Context: an optimization exercise on an open-source flow, tuned for small area, a short achievable clock period and few clock cycles. The choices shown serve that exercise and are no tape-out recipe. Where RTL was checked, it was by simulation tests only, not by an equivalence proof against the original.

Setup of branch yarrow:
==> module cell_score, before the edit <==
module cell_score (
  input  logic [trialign_pkg::E_BITS-1:0] c0_i,    
  input  logic [trialign_pkg::E_BITS-1:0] pp_i,    
  input  logic [trialign_pkg::E_BITS-1:0] np_i,    
  input  logic [trialign_pkg::E_BITS-1:0] nrw_i,   
  input  logic [trialign_pkg::E_BITS-1:0] p_i,     
  input  logic [trialign_pkg::E_BITS-1:0] rw_i,    
  input  logic [trialign_pkg::E_BITS-1:0] nl_i,    
  input  logic                            eq_ar_i,
  input  logic                            eq_ac_i,
  input  logic                            eq_rc_i,
  output logic [trialign_pkg::E_BITS-1:0] e_o
);
  typedef logic [E_BITS-1:0] e_t;
  function automatic logic egt(input e_t x, input e_t y);
    logic g;
    g = 1'b0;
    for (int b = 0; b < E_BITS; b++) g = (x[b] & ~y[b]) | ((x[b] | ~y[b]) & g);
    egt = g;
  endfunction
  function automatic e_t emax(input e_t x, input e_t y);
    emax = egt(x, y) ? x : y;
  endfunction
  function automatic e_t inc12(input e_t x, input logic e);
    e_t r;
    logic c;
    c = ~e;
    r[0] = x[0] ^ c;
    c = e | (x[0] & c);
    for (int b = 1; b < E_BITS; b++) begin
      r[b] = x[b] ^ c;
      c = x[b] & c;
    end
    inc12 = r;
  endfunction
  e_t c1, c2, c3;
  assign c1 = inc12(pp_i, eq_ar_i);
  assign c2 = inc12(np_i, eq_ac_i);
  assign c3 = inc12(nrw_i, eq_rc_i);
  assign e_o = emax(emax(emax(p_i, rw_i), nl_i), emax(emax(c0_i, c1), emax(c2, c3)));
endmodule
export LEC_CHECK = 0
export CAP_MARGIN = 40
export CORE_MARGIN = 2
export CORE_UTILIZATION = 30
export PLACE_DENSITY = 0.4
export SLEW_MARGIN = 40
create_clock -name core_clock -period 24.0 [get_ports {CLK}]
standard.sh (not shown) runs the stock make flow with config.mk's settings and CLKGATE_MAP_FILE= SYNTH_SCRIPT=/design/flow/synth_recipe.tcl, a recipe that flattens the netlist after the stock synthesis.
==> flow/flow/run.sh <==
#!/bin/bash
# Layout: the standard flow, except that the port buffers are plain
# buffers (buf_2) instead of the delay cell buffer_ports picks itself, and
# that timing repair aims for 18 ns of setup slack at the 24 ns clock, so
# that it sizes the logic for a shorter achieved period.
set -euo pipefail
export BUFFER_PORTS_ARGS="-buffer_cell sky130_fd_sc_hd__buf_2"
export SETUP_SLACK_MARGIN=18
bash standard.sh > standard.log 2>&1
Modified inputs, branch garnet compared to branch yarrow
-- flow/design.v --
<<< branch yarrow, line 327
  assign c2 = inc12(np_i, eq_ac_i);
  assign c3 = inc12(nrw_i, eq_rc_i);
  assign e_o = emax(emax(emax(p_i, rw_i), nl_i), emax(emax(c0_i, c1), emax(c2, c3)));
endmodule
`timescale 1ns/1ns
>>> branch garnet, line 327
  assign c2 = inc12(np_i, eq_ac_i);
  assign c3 = inc12(nrw_i, eq_rc_i);
  function automatic e_t amax3(input e_t x0, input e_t x1, input e_t x2);
    logic g01, g02, g12;
    g01 = egt(x0, x1);
    g02 = egt(x0, x2);
    g12 = egt(x1, x2);
    amax3 = ((g01 & g02) ? x0 : e_t'(0)) | ((~g01 & g12) ? x1 : e_t'(0)) |
            ((~g02 & ~g12) ? x2 : e_t'(0));
  endfunction
  function automatic e_t amax4(input e_t x0, input e_t x1, input e_t x2, input e_t x3);
    logic g01, g02, g03, g12, g13, g23;
    g01 = egt(x0, x1);
    g02 = egt(x0, x2);
    g03 = egt(x0, x3);
    g12 = egt(x1, x2);
    g13 = egt(x1, x3);
    g23 = egt(x2, x3);
    amax4 = ((g01 & g02 & g03) ? x0 : e_t'(0)) | ((~g01 & g12 & g13) ? x1 : e_t'(0)) |
            ((~g02 & ~g12 & g23) ? x2 : e_t'(0)) | ((~g03 & ~g13 & ~g23) ? x3 : e_t'(0));
  endfunction
  assign e_o = emax(amax3(p_i, rw_i, nl_i), amax4(c0_i, c1, c2, c3));
endmodule
`timescale 1ns/1ns
## What came out
Total global routing track utilization, branch garnet and branch yarrow: higher on branch garnet
The run showing the greater minimum period implied by the final worst setup slack is branch garnet.
Compared with branch yarrow, in branch garnet site row count went up; post-cts resize count decreased 53%; non-clock buffer count went down; routing usage on met3 stayed essentially flat.
Compared to branch yarrow, the routing of branch garnet uses more wire.
[branch garnet] detailed route wirelength on metal3 rose 3100 µm relative to branch yarrow
Testbench counts of branch garnet, summed over its fixed seeds: cycles 11,251.
For branch yarrow, only the layout was checked, not whether the RTL still works.

---

## lagoon
Another version of the RTL of trialign_top (not shown whole).
Size: about 1100 flip-flops, about 57 I/O pins, about 0.063 mm² of cells after synthesis.
Settings: LEC_CHECK=0, CAP_MARGIN=40, CORE_MARGIN=2, CORE_UTILIZATION=30, PLACE_DENSITY=0.4, SLEW_MARGIN=40; clock period 24.0 ns.
run.sh (not shown) runs the stock make flow with config.mk's settings and CLKGATE_MAP_FILE= SYNTH_SCRIPT=/design/flow/synth_recipe.tcl, a recipe that flattens the netlist after the stock synthesis.
Stock flow here: none of the scripts above is used.
lagoon finished every step from synthesis to the final layout, and the layout passed the timing, design-rule and antenna checks.
Testbench counts of lagoon, summed over its fixed seeds: cycles 14,659.
Input-level comparison between zinc and lagoon:
diff --git a/flow/design.v b/flow/design.v
--- a/flow/design.v
+++ b/flow/design.v
@@ -138,25 +138,25 @@
   e_t pa  [NCOL];
   e_t tap [NCOL];
   e_t ea0, eb0;
   always_comb begin
     for (int k = 0; k < NCOL; k++) begin
       if (l2[k]) pa[k] = fp[k] ? e_t'(0) : db[k][1];
       else                pa[k] = rl[k];
     end
   end
   function automatic logic egt(input e_t x, input e_t y);
     logic g;
     g = 1'b0;
-    for (int b = 0; b < E_BITS; b++) g = (x[b] & ~y[b]) | ((x[b] | ~y[b]) & g);
+    for (int b = 0; b < E_BITS; b++) g = (x[b] & ~y[b]) | (~(x[b] ^ y[b]) & g);
     egt = g;
   endfunction
   function automatic e_t col0(input logic first, input e_t p, input e_t rw,
                               input e_t pp, input logic eq);
     e_t c1, m;
     c1 = pp + e_t'(1) + e_t'(eq);
     m  = egt(p, rw) ? p : rw;
     col0 = first ? e_t'(E_BASE) : (egt(c1, m) ? c1 : m);
   endfunction
   assign ea0 = col0(fr[0], pa[0], fr[0] ? e_t'(0) : da1[0], fr[0] ? e_t'(0) : rl1[0], ar[0]);
   assign eb0 = col0(fr[1], da1[0], fr[1] ? e_t'(0) : db[0][1], fr[1] ? e_t'(0) : da2[0], br[0]);
   assign ea[0] = ea0;
@@ -235,25 +235,25 @@
   input  logic [trialign_pkg::E_BITS-1:0] p_i,     
   input  logic [trialign_pkg::E_BITS-1:0] rw_i,    
   input  logic [trialign_pkg::E_BITS-1:0] nl_i,    
   input  logic                            eq_ar_i,
   input  logic                            eq_ac_i,
   input  logic                            eq_rc_i,
   output logic [trialign_pkg::E_BITS-1:0] e_o
 );
   typedef logic [E_BITS-1:0] e_t;
   function automatic logic egt(input e_t x, input e_t y);
     logic g;
     g = 1'b0;
-    for (int b = 0; b < E_BITS; b++) g = (x[b] & ~y[b]) | ((x[b] | ~y[b]) & g);
+    for (int b = 0; b < E_BITS; b++) g = (x[b] & ~y[b]) | (~(x[b] ^ y[b]) & g);
     egt = g;
   endfunction
   function automatic e_t emax(input e_t x, input e_t y);
     emax = egt(x, y) ? x : y;
   endfunction
   function automatic e_t inc12(input e_t x, input logic e);
     e_t r;
     logic c;
     c = ~e;
     r[0] = x[0] ^ c;
     c = e | (x[0] & c);
     for (int b = 1; b < E_BITS; b++) begin
--- outcome ---
zinc went all the way through synthesis, placement and routing and the layout is clean on timing, DRC and antenna. When zinc is measured against lagoon, its non-clock buffer count turns out about 8% lower. The final reports for zinc and lagoon show count of fill cells added during filler insertion higher in the former. Looking at largest family of logic cells by synthesized area, the adder cells result is from zinc; the compound AO/OA/AOI/OAI gates one comes from lagoon. When the final numbers for zinc and lagoon were put side by side, the proportion of cell area occupied by multi-input gates turned out to be greater in zinc. zinc falls short of lagoon in die area. Relative to lagoon, the synthesized cell count measured on zinc has decreased slightly. Per the comparison of zinc with lagoon, count of clock buffers in the final design has decreased.
The RTL of zinc was laid out without a check of its function.

---

trialign_top, a different RTL version from the one above (not shown whole).
Size in the first run: about 9400 cells after synthesis, ~1100 flip-flops, about 57 I/O pins.
Design trialign_top, start of the top module:
module trialign_top (
  input  logic                                       CLK,
  input  logic                                       rst,
  input  logic                                       start_i,
  input  logic [trialign_pkg::LEN_A_BITS-1:0]         len_a_i,
  input  logic [trialign_pkg::LEN_BC_BITS-1:0]        len_b_i,
  input  logic [trialign_pkg::LEN_BC_BITS-1:0]        len_c_i,
  input  logic [trialign_pkg::SYM_BITS-1:0]           a_sym_i,
  input  logic [trialign_pkg::SYM_BITS-1:0]           b_sym_i,
  input  logic [trialign_pkg::SYM_BITS-1:0]           c_sym_i,
  input  logic                                       score_ready_i,
  output logic [trialign_pkg::A_ADDR_BITS-1:0]        a_addr_o,
  output logic [trialign_pkg::BC_ADDR_BITS-1:0]       b_addr_o,
  output logic [trialign_pkg::BC_ADDR_BITS-1:0]       c_addr_o,
  output logic                                       busy_o,
  output logic signed [trialign_pkg::SCORE_BITS-1:0]  score_o,
  output logic                                       score_valid_o
);
  localparam int W = NCOL * E_BITS;
  typedef logic [E_BITS-1:0] e_t;
  localparam logic [1:0] S_IDLE = 2'd0;
  localparam logic [1:0] S_WAIT = 2'd1;
  localparam logic [1:0] S_RUN  = 2'd2;
  ...
==> flow/config.mk <==
export PLATFORM = sky130hd
export DESIGN_NAME = trialign_top
export DESIGN_NICKNAME = trialign_top
export VERILOG_FILES = /design/flow/design.v
export SDC_FILE = /design/flow/constraint.sdc
export NUM_CORES = 4
export LEC_CHECK = 0
export ABC_AREA = 1
export CAP_MARGIN = 40
export CORE_MARGIN = 2
export CORE_UTILIZATION = 60
export CTS_CLUSTER_DIAMETER = 100
export CTS_CLUSTER_SIZE = 20
export PLACE_DENSITY = 0.7
export SLEW_MARGIN = 40
==> flow/constraint.sdc <==
create_clock -name core_clock -period 24.0 [get_ports {CLK}]
set_input_delay 4.8000 -clock core_clock [delete_from_list [all_inputs] [get_ports {CLK}]]
set_output_delay 4.8000 -clock core_clock [all_outputs]
set_load 0.01 [all_outputs]
standard.sh (not shown) runs the stock make flow with config.mk's settings and CLKGATE_MAP_FILE= SYNTH_SCRIPT=/design/flow/synth_recipe.tcl, a recipe that flattens the netlist after the stock synthesis.
Scripts as last shown in full above: flow/flow/run.sh
The starting point completed with no timing, DRC or antenna violations.
Change:
--- a/flow/design.v
+++ b/flow/design.v
@@ -368,16 +368,12 @@
   logic                   l2_q;        
   logic [LEN_BC_BITS-1:0] lcol_q;      
   logic [9:0]             k_q;         
   logic [LEN_A_BITS-1:0]  pa_q;        
   logic [LEN_BC_BITS-1:0] j_q;
   logic [A_ADDR_BITS-1:0] a_addr_q;
-  logic [BC_ADDR_BITS-1:0] bc_addr_q;   
-  logic [2:0]             ld_nx;
-  logic                   idle_q;
-  logic                   nv_q;
   logic                   first_plane;
   logic                   first_row;
   logic [SYM_BITS-1:0]    a_t1;        
   logic [SYM_BITS-1:0]    a_cur;       
   logic [SYM_BITS-1:0]    b_cur;       
   logic                   eq_ar_q;
@@ -394,25 +390,24 @@
   logic [LEN_BC_MAX*SYM_BITS-1:0] c_sym;
   logic [LEN_BC_MAX*SYM_BITS-1:0] row_sym;
   logic [W-1:0] a_out, b_out;
   logic         start_ok, row_end, job_end, issue, slot_free, cap, quiet;
   logic [SYM_BITS-1:0] rs_next, rs_cur;
   e_t           cap_e, fin;
-  assign start_ok  = start_i && idle_q;
+  assign start_ok  = start_i && !busy_o;
   assign row_end   = !fresh && (j_q == lp_q);
   assign job_end   = (fresh ? lr1_q : (j_q >= lr_q)) && (pa_q + 7'd1 >= la_q);
   assign issue     = (state == S_RUN) && job_end;
-  assign slot_free = nv_q || score_ready_i;
-  assign quiet     = nv_q && !pend && !cap && ((ld_cnt == '0) || (ld_cnt == 3'd7));
+  assign slot_free = !score_valid_o || score_ready_i;
+  assign quiet     = !score_valid_o && !pend && !cap && ((ld_cnt == '0) || (ld_cnt == 3'd7));
   assign a_addr_o = a_addr_q;
-  assign b_addr_o = bc_addr_q;
-  assign c_addr_o = bc_addr_q;
-  assign ld_nx    = start_ok ? 3'd1 : ((ld_cnt != '0) ? ld_cnt + 1'b1 : 3'd0);
+  assign b_addr_o = ld_cnt;
+  assign c_addr_o = ld_cnt;
   seq_fetch u_fetch (
     .CLK     (CLK),
-    .load0_i (idle_q),
+    .load0_i (!busy_o),
     .load_i  (ld_cnt != '0),
     .idx_i   (ld_cnt),
     .b_sym_i (b_sym_i),
     .c_sym_i (c_sym_i),
     .swap_i  (swap_q),
     .b_o     (b_sym),
@@ -454,13 +449,13 @@
       lp_q   <= (swap_q ? (lc_q < 4'd2) : (lb_q < 4'd2)) ? 4'd2 : (swap_q ? lc_q : lb_q);
       lm1_q  <= (swap_q ? (lc_q < 4'd3) : (lb_q < 4'd3)) ? 3'd0 : 3'(swap_q ? lc_q - 4'd2 : lb_q - 4'd2);
       l2_q   <= swap_q ? (lc_q < 4'd3) : (lb_q < 4'd3);
       lcol_q <= swap_q ? lb_q : lc_q;
       k_q    <= 10'd18 + {1'b0, la_q, 2'b00} + {4'b0, lb_q, 2'b00} + {4'b0, lc_q, 2'b00};
     end
-    if (idle_q) b_cur <= a_sym_i;
+    if (!busy_o) b_cur <= a_sym_i;
     eq_ar_q <= ((row_end ? a_t1 : a_cur) == rs_next);
     eq_br_q <= (b_cur == rs_cur);
     bs_q    <= b_cur;
     if (start_ok) begin
       pa_q        <= '0;
       j_q         <= 4'd1;
@@ -495,76 +490,63 @@
   assign fin   = pend ? res_e : cap_e;
   always_ff @(posedge CLK or posedge rst) begin
     if (rst) begin
       state         <= S_IDLE;
       ld_cnt        <= '0;
       fresh         <= 1'b0;
+      a_addr_q      <= '0;
       busy_o        <= 1'b0;
-      idle_q        <= 1'b1;
       score_valid_o <= 1'b0;
-      nv_q          <= 1'b1;
       pend          <= 1'b0;
       cap_cnt       <= '0;
       iss_d         <= 1'b0;
     end else begin
       fresh <= start_ok;
-      ld_cnt <= ld_nx;
+      if (ld_cnt != '0) ld_cnt <= ld_cnt + 1'b1;
       iss_d <= issue;
       if (iss_d) cap_cnt <= lcol_q[3] ? 4'd9 : lcol_q + 4'd1;
       else if (cap_cnt != '0) cap_cnt <= cap_cnt - 1'b1;
       if ((cap || pend) && slot_free) begin
         score_valid_o <= 1'b1;
-        nv_q          <= 1'b0;
         pend          <= 1'b0;
       end else begin
-        if (score_ready_i) begin
-          score_valid_o <= 1'b0;
-          nv_q          <= 1'b1;
-        end
+        if (score_ready_i) score_valid_o <= 1'b0;
         if (cap) pend <= 1'b1;
       end
       case (state)
         S_WAIT: begin
           if ((cap_cnt == '0) && !iss_d) state <= S_RUN;
         end
         S_RUN: begin
           if (job_end) begin
             if (quiet) begin
               state  <= S_IDLE;
               busy_o <= 1'b0;
-              idle_q <= 1'b1;
             end else begin
               state <= S_HOLD;
             end
           end
         end
         S_HOLD: begin
           if (quiet) begin
             state  <= S_IDLE;
             busy_o <= 1'b0;
-            idle_q <= 1'b1;
           end
         end
         default: ;
       endcase
+      if (issue) begin
+        a_addr_q <= '0;
+      end else if ((state == S_RUN) && row_end) begin
+        a_addr_q <= A_ADDR_BITS'(pa_q + 7'd3);
+      end else if (state == S_RUN) begin
+        a_addr_q <= A_ADDR_BITS'(pa_q + 7'd2);
+      end
       if (start_ok) begin
+        a_addr_q <= A_ADDR_BITS'(1);
         state  <= (((cap_cnt != '0) || iss_d) && (len_a_i < 7'd8)) ? S_WAIT : S_RUN;
         busy_o <= 1'b1;
-        idle_q <= 1'b0;
+        ld_cnt <= 3'd1;
       end
     end
   end
-  always_ff @(posedge CLK) begin
-    bc_addr_q <= rst ? '0 : ld_nx;
-    if (rst) begin
-      a_addr_q <= '0;
-    end else if (start_ok) begin
-      a_addr_q <= A_ADDR_BITS'(1);
-    end else if (issue) begin
-      a_addr_q <= '0;
-    end else if ((state == S_RUN) && row_end) begin
-      a_addr_q <= A_ADDR_BITS'(pa_q + 7'd3);
-    end else if (state == S_RUN) begin
-      a_addr_q <= A_ADDR_BITS'(pa_q + 7'd2);
-    end
-  end
 endmodule
Effect:
- die area goes down by 0.88%
- sequential share of layout area went up by 0.21 points
- non-clock buffer count grows by 1
- area after synthesis drops by 0.89%
- wire length drops by 2.6%
Testbench counts after the change, summed over its fixed seeds: cycles 11,251.
No functional check of the RTL was part of the first run of this note.

[static timing again, ports no longer ideal]
Ports are ideal in the flow. The routed layouts listed here were re-timed in OpenROAD. Step 1: set_driving_cell puts a clkbuf_16 on CLK and a buf_2 on each other input, an assumption about the parent block. Step 2 adds t to the input delays and takes it off the output delays; t is the mean of the earliest and latest rising clock arrival at the registers after step 1. Input paths then give back, and output paths get back, about the clock's delay inside the block. Slacks: ideal / step 1 / step 2; pairs: ideal / step 1.
| run | t, ns | setup slack, ns | hold WS [ns] | worst setup path at the end | worst register clock-pin slew, ns |
|---|---|---|---|---|---|
| branch yarrow | 0.873 | 17.835 / 17.747 / 17.632 | 0.325 / 0.325 / 0.325 | input to register | 0.06 / 0.06 |
| branch garnet | 0.881 | 17.814 / 17.725 / 17.666 | 0.330 / 0.330 / 0.330 | input to register | 0.06 / 0.06 |
| lagoon | 0.872 | 17.155 / 17.070 / 17.215 | 0.315 / 0.315 / 0.315 | input to register | 0.07 / 0.07 |
| zinc | 0.871 | 17.157 / 17.067 / 16.948 | 0.315 / 0.315 / 0.315 | input to register | 0.07 / 0.07 |
| the first run of note 3 | 0.745 | 17.962 / 17.893 / 17.616 | 0.344 / 0.344 / 0.344 | input to register | 0.10 / 0.10 |
| the second run of note 3 | 0.759 | 17.934 / 17.858 / 17.459 | 0.345 / 0.345 / 0.345 | input to register | 0.09 / 0.09 |
After both steps setup and hold are still met in every run listed. For the second run of note 3, which loses most, drivers alone change the setup slack by -0.076 ns; drivers and shift together by -0.475 ns.
